Background: an optimization exercise with open tools, aiming at small area and a short achievable clock period. Do not read the settings as production practice.
No run shown here included a check of the RTL's function; only the layout flow was run.

==> flow/design.v (outline; a module is shown in full before it is edited, if it fits) <==
// module mac_pipe_nxn: 2299 lines
// module mac_fa: 10 lines
// module mac_ha: 9 lines
module mac_pipe_nxn #(
    parameter int unsigned DW    = 32,
    parameter int unsigned LAT   = 3,
    parameter int unsigned GUARD = 8
) (
    input  logic                  i_clk,
    input  logic                  i_rstn,
    input  logic                  i_valid,
    output logic                  o_ready,
    input  logic                  i_multa_ns,
    input  logic                  i_multb_ns,
    input  logic [DW-1:0]         i_multa,
    input  logic [DW-1:0]         i_multb,
    input  logic                  i_acc_en,
    input  logic                  i_acc_clr,
    output logic                  o_valid,
    input  logic                  i_ready,
    output logic [2*DW-1:0]       o_product,
    output logic [2*DW+GUARD-1:0] o_acc,
    output logic                  o_acc_ovf
);
  // ...
==> flow/flow/run.sh <==
#!/bin/bash
# Layout flow: the standard flow (standard.sh runs every ORFS step from synthesis to
# finish) with these settings changed:
#  - the ports are buffered with sky130_fd_sc_hd__buf_1 cells (buffer_ports -buffer_cell);
#  - the timing repair steps aim for 7.1 ns of setup slack (SETUP_SLACK_MARGIN);
#  - clock tree synthesis: -sink_clustering_enable -repair_clock_nets -buf_list sky130_fd_sc_hd__clkbuf_4 -dont_use_dummy_load
# The constraints (clock period, input and output delays, loads) are the standard flow's, unchanged.
# make's output goes to make_finish.log; each ORFS step logs to orfs/logs/.
set -euo pipefail
bash standard.sh "BUFFER_PORTS_ARGS=-buffer_cell sky130_fd_sc_hd__buf_1" "SETUP_SLACK_MARGIN=7.1" \
  "CTS_ARGS=-sink_clustering_enable -repair_clock_nets -buf_list sky130_fd_sc_hd__clkbuf_4 -dont_use_dummy_load" finish > make_finish.log 2>&1
==> flow/standard.sh <==
#!/bin/bash
# synth_recipe.tcl (not shown) runs the flow's synth.tcl, then flattens the netlist and writes it again
# the make line also repeats each setting of config.mk as NAME=value (left out here)
make -C /OpenROAD-flow-scripts/flow DESIGN_CONFIG=/design/flow/config.mk WORK_HOME=/design/flow/orfs CLKGATE_MAP_FILE= SYNTH_SCRIPT=/design/flow/synth_recipe.tcl "${@:-finish}"
==> flow/config.mk <==
export PLATFORM = sky130hd
export DESIGN_NAME = mac_pipe_nxn
export DESIGN_NICKNAME = mac_pipe_nxn
export VERILOG_FILES = /design/flow/design.v
export SDC_FILE = /design/flow/constraint.sdc
export NUM_CORES = 4
export LEC_CHECK = 0
export ABC_AREA = 1
export CAP_MARGIN = 20
export CORE_MARGIN = 2
export CORE_UTILIZATION = 60
export SLEW_MARGIN = 20
export SYNTH_HIERARCHICAL = 1
export SYNTH_MINIMUM_KEEP_SIZE = 0
==> flow/constraint.sdc <==
create_clock -name core_clock -period 12.5 [get_ports {i_clk}]
set_input_delay 2.5000 -clock core_clock [delete_from_list [all_inputs] [get_ports {i_clk}]]
set_output_delay 2.5000 -clock core_clock [all_outputs]
set_load 0.01 [all_outputs]
==> results.toml, run 1 <==
[critical_path]
cp-end-kind = "primary output"
critical-path-max-stage-delay_ns = 0.12
r2r_setup_slack_ns = 7.18
reg2reg_from = "r1_a_n[6]"
critical_path_arrival_ns = 2.90
worst_r2r_path_depth = 12

[route]
drt-initial-drc-count = 3354
viasPerCell = 6.44
dr.pass1.iters = 6
finalWirelength_mm = 116

[sta]
fin_crit_sh_pct = 43.2
slew_headroom_pct = 33.6
rsz0062_at_grt = "true"

[floorplan]
initial_core_util_pct = 60.5

[logic_synthesis]
synth_nets = 4535
synth_xor_area_share_pct = 14.9
synthesis.area_mm2 = 0.0372

[placement]
place_ws_ns = 6.61
dp.cells = 4460
io_buffers = 210

[global_routing]
grtUsageMet1_pct = 47.9
grt.met2_usage_pct = 57.0
grt_max_degree = 96

[job]
max-cap-violations = 0

[finish]
seq_cells = 320
reg_top3 = "o_acc (72), o_product (64), r2_s (64)"
inv_count = 268
clk_share_pct = 1.73

[hold_path]
min_path_cells = 0
hold_end = "r2_en"

[clocking]
clk_pin_slew_ns = 0.06
h-tree-depth = 3

[run_status]
status = "complete, no violations"
==> run 2: changes to the inputs <==
--- a/flow/design.v
+++ b/flow/design.v
@@ -18,47 +18,47 @@
     output logic [2*DW-1:0]       o_product,
     output logic [2*DW+GUARD-1:0] o_acc,
     output logic                  o_acc_ovf
 );
     logic advance;
     assign advance = !(o_valid && !i_ready);
     assign o_ready = advance;
     logic        r1_vld;
-    logic [31:0] r1_a_n;
-    logic        r1_ea_n, r1_sxen, r1_en, r1_clr;
-    logic [16:0] r1_one_n, r1_neg;
-    logic [15:0] r1_two_n;
-    logic [34:0] bx;
-    logic [16:0] d_one, d_neg, d_two;
-    assign bx = {{2{i_multb_ns & i_multb[31]}}, i_multb, 1'b0};
-    always_comb begin
-        for (int i = 0; i < 17; i++) begin
-            d_neg[i] = bx[2*i+2];
-            d_one[i] = bx[2*i+1] ^ bx[2*i];
-            d_two[i] = (bx[2*i+2] & ~bx[2*i+1] & ~bx[2*i]) |
-                       (~bx[2*i+2] & bx[2*i+1] & bx[2*i]);
-        end
-    end
+    logic [31:0] r1_a_n, r1_b;
+    logic        r1_ea_n, r1_eb, r1_sxen, r1_en, r1_clr;
     always_ff @(posedge i_clk or negedge i_rstn) begin
         if (!i_rstn) r1_vld <= 1'b0;
         else if (advance) r1_vld <= i_valid;
     end
     always_ff @(posedge i_clk) begin
         if (advance || !r1_vld) begin
-            r1_a_n   <= ~i_multa;
-            r1_ea_n  <= ~(i_multa_ns & i_multa[31]);
-            r1_one_n <= ~d_one;
-            r1_two_n <= ~d_two[15:0];
-            r1_neg   <= d_neg;
+            r1_a_n  <= ~i_multa;
+            r1_ea_n <= ~(i_multa_ns & i_multa[31]);
+            r1_b    <= i_multb;
+            r1_eb   <= i_multb_ns & i_multb[31];
             r1_sxen <= (i_multa_ns | i_multb_ns) & i_acc_en;
             r1_en   <= i_acc_en;
             r1_clr  <= i_acc_clr;
         end
     end
+    logic [34:0] bx;
+    logic [16:0] r1_one_n, r1_neg;
+    logic [15:0] r1_two_n;
+    logic [16:0] d_two;
+    assign bx = {{2{r1_eb}}, r1_b, 1'b0};
+    always_comb begin
+        for (int i = 0; i < 17; i++) begin
+            r1_neg[i]   = bx[2*i+2];
+            r1_one_n[i] = ~(bx[2*i+1] ^ bx[2*i]);
+            d_two[i]    = (bx[2*i+2] & ~bx[2*i+1] & ~bx[2*i]) |
+                          (~bx[2*i+2] & bx[2*i+1] & bx[2*i]);
+        end
+    end
+    assign r1_two_n = ~d_two[15:0];
     logic [63:0]      mul_s;
     logic [27-1:0] mul_c;
     wire pp0_0 = ((~((r1_one_n[0] | r1_a_n[0]))) ^ r1_neg[0]);
     wire pp0_1 = ((~((r1_one_n[0] | r1_a_n[1]) & (r1_two_n[0] | r1_a_n[0]))) ^ r1_neg[0]);
     wire pp0_2 = ((~((r1_one_n[0] | r1_a_n[2]) & (r1_two_n[0] | r1_a_n[1]))) ^ r1_neg[0]);
     wire pp0_3 = ((~((r1_one_n[0] | r1_a_n[3]) & (r1_two_n[0] | r1_a_n[2]))) ^ r1_neg[0]);
     wire pp0_4 = ((~((r1_one_n[0] | r1_a_n[4]) & (r1_two_n[0] | r1_a_n[3]))) ^ r1_neg[0]);
     wire pp0_5 = ((~((r1_one_n[0] | r1_a_n[5]) & (r1_two_n[0] | r1_a_n[4]))) ^ r1_neg[0]);
@@ -988,17 +988,17 @@
     mac_fa u_s353 (.a(s343), .b(s345), .c(c324), .s(s353), .co(c354));
     logic s355, c356;
     mac_fa u_s355 (.a(c326), .b(c328), .c(s347), .s(s355), .co(c356));
     logic s357, c358;
     mac_fa u_s357 (.a(s349), .b(s351), .c(c330), .s(s357), .co(c358));
     logic s359, c360;
     mac_fa u_s359 (.a(s353), .b(c332), .c(s355), .s(s359), .co(c360));
     logic s361, c362;
-    mac_fa u_s361 (.a(s357), .b(c334), .c(s359), .s(s361), .co(c362));
+    mac_fa u_s361 (.a(c334), .b(s357), .c(s359), .s(s361), .co(c362));
     logic s363, c364;
     mac_ha u_s363 (.a(c336), .b(s361), .s(s363), .co(c364));
     logic s365, c366;
     mac_fa u_s365 (.a(r1_neg[14]), .b(pp0_28), .c(pp1_26), .s(s365), .co(c366));
     logic s367, c368;
     mac_fa u_s367 (.a(pp2_24), .b(pp3_22), .c(pp4_20), .s(s367), .co(c368));
     logic s369, c370;
     mac_fa u_s369 (.a(pp5_18), .b(pp6_16), .c(pp7_14), .s(s369), .co(c370));
@@ -1016,17 +1016,17 @@
     mac_fa u_s381 (.a(s373), .b(c348), .c(c350), .s(s381), .co(c382));
     logic s383, c384;
     mac_fa u_s383 (.a(c352), .b(s375), .c(s377), .s(s383), .co(c384));
     logic s385, c386;
     mac_fa u_s385 (.a(s379), .b(c354), .c(c356), .s(s385), .co(c386));
     logic s387, c388;
     mac_fa u_s387 (.a(s381), .b(s383), .c(c358), .s(s387), .co(c388));
     logic s389, c390;
-    mac_fa u_s389 (.a(s385), .b(c360), .c(s387), .s(s389), .co(c390));
+    mac_fa u_s389 (.a(c360), .b(s385), .c(s387), .s(s389), .co(c390));
     logic s391, c392;
     mac_ha u_s391 (.a(c362), .b(c364), .s(s391), .co(c392));
     logic s393, c394;
     mac_fa u_s393 (.a(pp0_29), .b(pp1_27), .c(pp2_25), .s(s393), .co(c394));
     logic s395, c396;
     mac_fa u_s395 (.a(pp3_23), .b(pp4_21), .c(pp5_19), .s(s395), .co(c396));
     logic s397, c398;
     mac_fa u_s397 (.a(pp6_17), .b(pp7_15), .c(pp8_13), .s(s397), .co(c398));
@@ -1168,17 +1168,17 @@
     mac_fa u_s533 (.a(c494), .b(c496), .c(c498), .s(s533), .co(c534));
     logic s535, c536;
     mac_fa u_s535 (.a(s525), .b(s527), .c(s529), .s(s535), .co(c536));
     logic s537, c538;
     mac_fa u_s537 (.a(s531), .b(c500), .c(c502), .s(s537), .co(c538));
     logic s539, c540;
     mac_fa u_s539 (.a(s533), .b(s535), .c(c504), .s(s539), .co(c540));
     logic s541, c542;
-    mac_fa u_s541 (.a(s537), .b(c506), .c(s539), .s(s541), .co(c542));
+    mac_fa u_s541 (.a(c506), .b(s537), .c(s539), .s(s541), .co(c542));
     logic s543, c544;
     mac_fa u_s543 (.a(c508), .b(s541), .c(c510), .s(s543), .co(c544));
     wire s545 = ~(pp1_32 ^ pp2_30);
     wire c546 = pp1_32 | pp2_30;
     logic s547, c548;
     mac_fa u_s547 (.a(pp3_28), .b(pp4_26), .c(pp5_24), .s(s547), .co(c548));
     logic s549, c550;
     mac_fa u_s549 (.a(pp6_22), .b(pp7_20), .c(pp8_18), .s(s549), .co(c550));
@@ -1230,17 +1230,17 @@
     mac_fa u_s595 (.a(c558), .b(c560), .c(c562), .s(s595), .co(c596));
     logic s597, c598;
     mac_fa u_s597 (.a(s587), .b(s589), .c(s591), .s(s597), .co(c598));
     logic s599, c600;
     mac_fa u_s599 (.a(c564), .b(c566), .c(s593), .s(s599), .co(c600));
     logic s601, c602;
     mac_fa u_s601 (.a(c568), .b(s595), .c(s597), .s(s601), .co(c602));
     logic s603, c604;
-    mac_fa u_s603 (.a(s599), .b(c570), .c(s601), .s(s603), .co(c604));
+    mac_fa u_s603 (.a(c570), .b(s599), .c(s601), .s(s603), .co(c604));
     logic s605, c606;
     mac_fa u_s605 (.a(c572), .b(s603), .c(c574), .s(s605), .co(c606));
     wire s607 = ~(pp2_32 ^ pp3_30);
     wire c608 = pp2_32 | pp3_30;
     logic s609, c610;
     mac_fa u_s609 (.a(pp4_28), .b(pp5_26), .c(pp6_24), .s(s609), .co(c610));
     logic s611, c612;
     mac_fa u_s611 (.a(pp7_22), .b(pp8_20), .c(pp9_18), .s(s611), .co(c612));
@@ -1288,17 +1288,17 @@
     mac_fa u_s653 (.a(s645), .b(c618), .c(c620), .s(s653), .co(c654));
     logic s655, c656;
     mac_fa u_s655 (.a(c622), .b(s647), .c(s649), .s(s655), .co(c656));
     logic s657, c658;
     mac_fa u_s657 (.a(s651), .b(c624), .c(c626), .s(s657), .co(c658));
     logic s659, c660;
     mac_fa u_s659 (.a(s653), .b(s655), .c(c628), .s(s659), .co(c660));
     logic s661, c662;
-    mac_fa u_s661 (.a(s657), .b(c630), .c(c632), .s(s661), .co(c662));
+    mac_fa u_s661 (.a(c630), .b(s657), .c(c632), .s(s661), .co(c662));
     logic s663, c664;
     mac_fa u_s663 (.a(s659), .b(c634), .c(s661), .s(s663), .co(c664));
     wire s665 = ~(pp3_32 ^ pp4_30);
     wire c666 = pp3_32 | pp4_30;
     logic s667, c668;
     mac_fa u_s667 (.a(pp5_28), .b(pp6_26), .c(pp7_24), .s(s667), .co(c668));
     logic s669, c670;
     mac_fa u_s669 (.a(pp8_22), .b(pp9_20), .c(pp10_18), .s(s669), .co(c670));
@@ -1342,17 +1342,17 @@
     mac_fa u_s707 (.a(s697), .b(s699), .c(c676), .s(s707), .co(c708));
     logic s709, c710;
     mac_fa u_s709 (.a(c678), .b(c680), .c(s701), .s(s709), .co(c710));
     logic s711, c712;
     mac_fa u_s711 (.a(s703), .b(s705), .c(c682), .s(s711), .co(c712));
     logic s713, c714;
     mac_fa u_s713 (.a(s707), .b(c684), .c(s709), .s(s713), .co(c714));
     logic s715, c716;
-    mac_fa u_s715 (.a(s711), .b(c686), .c(s713), .s(s715), .co(c716));
+    mac_fa u_s715 (.a(c686), .b(s711), .c(s713), .s(s715), .co(c716));
     logic s717, c718;
     mac_fa u_s717 (.a(c688), .b(s715), .c(c690), .s(s717), .co(c718));
     wire s719 = ~(pp4_32 ^ pp5_30);
     wire c720 = pp4_32 | pp5_30;
     logic s721, c722;
     mac_fa u_s721 (.a(pp6_28), .b(pp7_26), .c(pp8_24), .s(s721), .co(c722));
     logic s723, c724;
     mac_fa u_s723 (.a(pp9_22), .b(pp10_20), .c(pp11_18), .s(s723), .co(c724));
@@ -1368,17 +1368,17 @@
     mac_fa u_s733 (.a(s725), .b(c702), .c(c704), .s(s733), .co(c734));
     logic s735, c736;
     mac_fa u_s735 (.a(c706), .b(s727), .c(s729), .s(s735), .co(c736));
     logic s737, c738;
     mac_fa u_s737 (.a(s731), .b(c708), .c(c710), .s(s737), .co(c738));
     logic s739, c740;
     mac_fa u_s739 (.a(s733), .b(s735), .c(c712), .s(s739), .co(c740));
     logic s741, c742;
-    mac_fa u_s741 (.a(s737), .b(c714), .c(s739), .s(s741), .co(c742));
+    mac_fa u_s741 (.a(c714), .b(s737), .c(s739), .s(s741), .co(c742));
     logic s743, c744;
     mac_ha u_s743 (.a(c716), .b(s741), .s(s743), .co(c744));
     logic s745, c746;
     mac_fa u_s745 (.a(pp4_33), .b(pp5_31), .c(pp6_29), .s(s745), .co(c746));
     logic s747, c748;
     mac_fa u_s747 (.a(pp7_27), .b(pp8_25), .c(pp9_23), .s(s747), .co(c748));
     logic s749, c750;
     mac_fa u_s749 (.a(pp10_21), .b(pp11_19), .c(pp12_17), .s(s749), .co(c750));
@@ -1438,19 +1438,19 @@
     mac_fa u_s803 (.a(c776), .b(s793), .c(s795), .s(s803), .co(c804));
     logic s805, c806;
     mac_fa u_s805 (.a(s797), .b(s799), .c(c778), .s(s805), .co(c806));
     logic s807, c808;
     mac_fa u_s807 (.a(c780), .b(c782), .c(s801), .s(s807), .co(c808));
     logic s809, c810;
     mac_fa u_s809 (.a(s803), .b(c784), .c(s805), .s(s809), .co(c810));
     logic s811, c812;
-    mac_fa u_s811 (.a(c786), .b(s807), .c(s809), .s(s811), .co(c812));
+    mac_fa u_s811 (.a(c786), .b(s807), .c(c788), .s(s811), .co(c812));
     logic s813, c814;
-    mac_fa u_s813 (.a(c788), .b(s811), .c(c790), .s(s813), .co(c814));
+    mac_fa u_s813 (.a(s809), .b(c790), .c(s811), .s(s813), .co(c814));
     wire s815 = ~(pp6_32 ^ pp7_30);
     wire c816 = pp6_32 | pp7_30;
     logic s817, c818;
     mac_fa u_s817 (.a(pp8_28), .b(pp9_26), .c(pp10_24), .s(s817), .co(c818));
     logic s819, c820;
     mac_fa u_s819 (.a(pp11_22), .b(pp12_20), .c(pp13_18), .s(s819), .co(c820));
     logic s821, c822;
     mac_fa u_s821 (.a(pp14_16), .b(pp15_14), .c(pp16_12), .s(s821), .co(c822));
@@ -1584,17 +1584,17 @@
     mac_fa u_s949 (.a(pp15_21), .b(pp16_19), .c(c930), .s(s949), .co(c950));
     logic s951, c952;
     mac_fa u_s951 (.a(c932), .b(c934), .c(s945), .s(s951), .co(c952));
     logic s953, c954;
     mac_fa u_s953 (.a(s947), .b(c936), .c(c938), .s(s953), .co(c954));
     logic s955, c956;
     mac_fa u_s955 (.a(s949), .b(s951), .c(c940), .s(s955), .co(c956));
     logic s957, c958;
-    mac_fa u_s957 (.a(s953), .b(s955), .c(c942), .s(s957), .co(c958));
+    mac_fa u_s957 (.a(s953), .b(c942), .c(s955), .s(s957), .co(c958));
     wire s959 = ~(pp10_32 ^ pp11_30);
     wire c960 = pp10_32 | pp11_30;
     logic s961, c962;
     mac_fa u_s961 (.a(pp12_28), .b(pp13_26), .c(pp14_24), .s(s961), .co(c962));
     logic s963, c964;
     mac_fa u_s963 (.a(pp15_22), .b(pp16_20), .c(c946), .s(s963), .co(c964));
     logic s965, c966;
     mac_fa u_s965 (.a(c948), .b(s959), .c(s961), .s(s965), .co(c966));
@@ -1610,17 +1610,17 @@
     mac_fa u_s975 (.a(pp13_27), .b(pp14_25), .c(pp15_23), .s(s975), .co(c976));
     logic s977, c978;
     mac_fa u_s977 (.a(pp16_21), .b(c960), .c(c962), .s(s977), .co(c978));
     logic s979, c980;
     mac_fa u_s979 (.a(s973), .b(s975), .c(c964), .s(s979), .co(c980));
     logic s981, c982;
     mac_fa u_s981 (.a(c966), .b(s977), .c(c968), .s(s981), .co(c982));
     logic s983, c984;
-    mac_fa u_s983 (.a(s979), .b(s981), .c(c970), .s(s983), .co(c984));
+    mac_fa u_s983 (.a(s979), .b(c970), .c(s981), .s(s983), .co(c984));
     wire s985 = ~(pp11_32 ^ pp12_30);
     wire c986 = pp11_32 | pp12_30;
     logic s987, c988;
     mac_fa u_s987 (.a(pp13_28), .b(pp14_26), .c(pp15_24), .s(s987), .co(c988));
     logic s989, c990;
     mac_fa u_s989 (.a(pp16_22), .b(c974), .c(c976), .s(s989), .co(c990));
     logic s991, c992;
     mac_fa u_s991 (.a(s985), .b(s987), .c(c978), .s(s991), .co(c992));
==> run 2 against run 1 <==
  * Still clean on timing, DRC and antenna
  * Register-to-register slack got worse by 0.18 ns
  * Non-clock buffer count up 154
  * Worst hold slack got worse by 0.019 ns
  * Via count rose by 6.3%
  * Count of clock-buffer cells in the layout is 2 lower
  * Synthesized area is 2.0% lower
  * First-iteration DRC count increased by 28%
  * Final area is 6.6% higher
  * Sequential share of layout area fell by 2.6 points
  * Utilization is 5.6 points higher
  * Highest routed layer unchanged
==> results.toml, run 2 <==
[run_status]
status = "complete, no violations"

[critical_path]
cp-startpoint = "r1_b[17]"
critical-path-max-stage-delay_ns = 0.56
critical_path_arrival_ns = 6.02
cp_num_buf_inv = 5
r2r_setup_slack_ns = 7.00
required_ns = 13.02
reg2reg_from = "r1_b[17]"
crit_top_cell = "fa_1"
startpoint_type = "flop"
cp_cell_sequence = "buf_12 > nand2_1 > inv_1 > nor2_2 > inv_2 > buf_12 > buf_12 > o22ai_1 > xor2_1 > fa_2 > fa_2 > fa_1 > fa_1 > fa_1 > ha_1 > ha_1 > fa_1"
timing.rr.end = "r2_s[30]"
cp-end-kind = "flop"
path_delay_family = "adder cells"
worst_r2r_path_depth = 17
cp_slowest_cell = "fa_1"
path_max_fanout = 12
crit_type = "reg -> reg"

[clocking]
clock_latency_ns = 0.88
clk_pin_slew_ns = 0.05
cts_tree = "yes"
h-tree-depth = 3
cts_root_buf = "clkbuf_4"
cts_made_buffers = 88
clk_path_buf_depth = 3
cts.sinks = 303

[logic_synthesis]
syn_inst = 3737
synth_nets = 4531
yosysTopAreaCell = "fa_1"
synth_flop_cell = "edfxtp_1"
syn_avg_cell_area_um2 = 9.76
ys_seq_area_share_pct = 23.0
yosys_warnings = 7
synthMostInstantiatedCell = "xor2_1"
yosysTopAreaCellShare_pct = 29.4
synthDistinctLibCells = 41
synthTopCellsByCount = "xor2_1 (549), fa_1 (535), o22ai_1 (511)"
synth_edf_count = 163
synthesis.area_mm2 = 0.0365
async_flop_share_pct = 46.2
ys_seq_elements = 303
synthTopCellsByArea = "fa_1 (29%), edfxtp_1 (13%), xor2_1 (13%), dfrtp_1 (9.6%), o22ai_1 (8.8%)"

[placement]
place_ws_ns = 6.06
io_buffers = 210
dp_hpwl_mm = 78.8
gp_congestion = 1.03
dp.cells = 4476

[job]
max-cap-violations = 0

[floorplan]
die-area_mm2 = 0.0628
die_w_um = 251
fp.coreArea_mm2 = 0.0602
die_h_um = 251
rows = 90
initial_core_util_pct = 60.6
io-pin-count = 211

[sta]
maxSlewViolCount = 0
timing.final.crit_period_ns = 5.50
slew_headroom_pct = 32.8
skew_ns = 0.110
hold_viol = 0
fin_crit_sh_pct = 44.0
fin_ws_ns = 7.00
timing.setup.tns_ns = 0
worstMarginPinSlew_ns = 1.01
setup_viol = 0
rsz0062_at_grt = "true"
max_freq_ghz = 0.182

[route]
wl_per_cell_um = 28.0
drt-initial-drc-count = 4300
drcViolationCount = 0
vias = 31203
dr.pass1.iters = 8
ant_nets = 0
finalWirelength_mm = 132
viasPerCell = 6.60

[global_routing]
grt_pass1_vias = 32294
grt_pass1_wl_mm = 196
antenna_found_initial = 6
grt_usage_pct = 41.9
grt_max_degree = 120
grt-ovfl-total = 0

[hold_path]
min_path_cells = 2
hold_end = "o_product[5]"
hold_path.class = "reg -> reg"
hold_start = "r2_s[5]"

[finish]
fin_cells = 4729
fill_cells = 4675
fin_nets = 4739
syn2layout_area_growth_pct = 14.0
postLayoutCoreUtil_pct = 69.1
largest_register_ffs = 72
reg_top3 = "o_acc (72), o_product (64), r2_s (64)"
final_common_cell = "xor2_1"
final_layout_size_suffix_gt1_share_pct = 14.8
top_register = "o_acc"
mostFrequentLayoutCells = "xor2_1 (539), o22ai_1 (481), nand2_1 (475)"
-- run 2: changes by cell type after synthesis, sizes merged, moves of 30 or more --
cell,delta
buf,+30
clkbuf,-61
inv,+30
nand2,+49
o21ai,+48
xor2,-47
-- run 2: worst max path at each step --
stage | to | slack (ns) | cells after the start
6_report | r2_s[30] | 7.00 | 17
5_1_grt | r2_s[46] | 6.94 | 16
3_3_place_gp | r2_s[30] | 6.23 | 14
4_1_cts | r2_s[30] | 7.08 | 15
3_5_place_dp | r2_s[30] | 6.06 | 14
2_1_floorplan | r2_s[30] | 7.19 | 16
-- run 2: final cells by class --
class                      instances  area (um2)  share of cell area [%]
timing repair buffer             457        3810                    9.17
inverter                         299        1200                    2.88
multi-input combinational       2796       26500                    63.8
tap                              782         978                    2.35
clock buffer                      88         661                    1.59
antenna                            4        10.0                  0.0241
sequential                       303        8400                    20.2
-- run 2: timing repair --
| action | in CTS | in global routing |
|---|---|---|
| resized for setup | 195 | 148 |
| setup endpoints to repair | 71 | 53 |
| buffers inserted | 86 | 47 |
| hold buffers | 0 | 0 |
| cloned | 24 | 4 |
| pin swaps | 28 | 66 |
-- run 2: cells by family after synthesis --
| kind of cell | Yosys count | share of synthesized area, % |
|---|---|---|
| AOI/OAI and AO/OA | 761 | 12.6 |
| and+or+nand+nor | 728 | 7.97 |
| adders and majority gates | 722 | 35.8 |
| buffers and inverters | 641 | 6.71 |
| xor gates and xnor gates | 582 | 14.0 |
| DFF | 303 | 23.0 |
-- run 2: Yosys stat by module, one instance, submodules excluded --
module / times used / flops+latches / area, um2 / cells inside
mac_pipe_nxn: 1 / 303 / 25600 / 3164
mac_ha: 74 / 0 / 12.5 / 1
mac_fa: 499 / 0 / 20.0 / 1
-- run 2: routing by layer --
| metal | track usage (%) | wire (um) |
|---|---|---|
| met3 | 17.8 | 19900 |
| met1 | 52.1 | 47400 |
| met4 | 25.1 | 9730 |
| met2 | 61.1 | 55100 |
| met5 | 0 | 89 |
-- run 2: metrics by stage --
step	hold slack (ns)	area (um2)
finish	0.408	41600
global route	0.410	41600
CTS	0.409	40600
detailed placement	0.405	37800
global placement	0.407	37800
floorplan	0.400	36500
-- run 2: worst reg2reg max path: cells and delay by family (launching register included) --
family                     cells  cell delay, ns
AOI/OAI and AO/OA              1            0.17
buffers and inverters          5            0.67
xor gates and xnor gates       1            0.26
DFF                            1            0.43
and+or+nand+nor                2            0.23
adders and majority gates      8            3.39

separate check: timing with driven ports:
How much do the figures lean on ideal ports? The routed layouts below were timed once more, with nothing changed but the port constraints. Step 1: set_driving_cell puts a clkbuf_16 on i_clk and a buf_2 on each other input, an assumption about the parent block. Step 2 times the ports against the registers' clock, not the clock port: input delays grow and output delays shrink by t, the midpoint of the rising clock arrivals with the driver on. Three values: ideal, step 1, step 2; two values: the first two.
run	t, ns	setup slack, ns	worst setup path at the end	clock arrival spread, ns	cell pins on the clock port's net
run 1	0.898	7.105 / 7.074 / 7.074	input to output	0.094 / 0.094	1
run 2	0.890	7.005 / 7.005 / 7.005	register to register	0.110 / 0.110	1
After both steps every run listed still meets setup and hold. The setup slack of run 1, which loses most, moves by -0.031 ns with the drivers and by -0.031 ns with both steps.
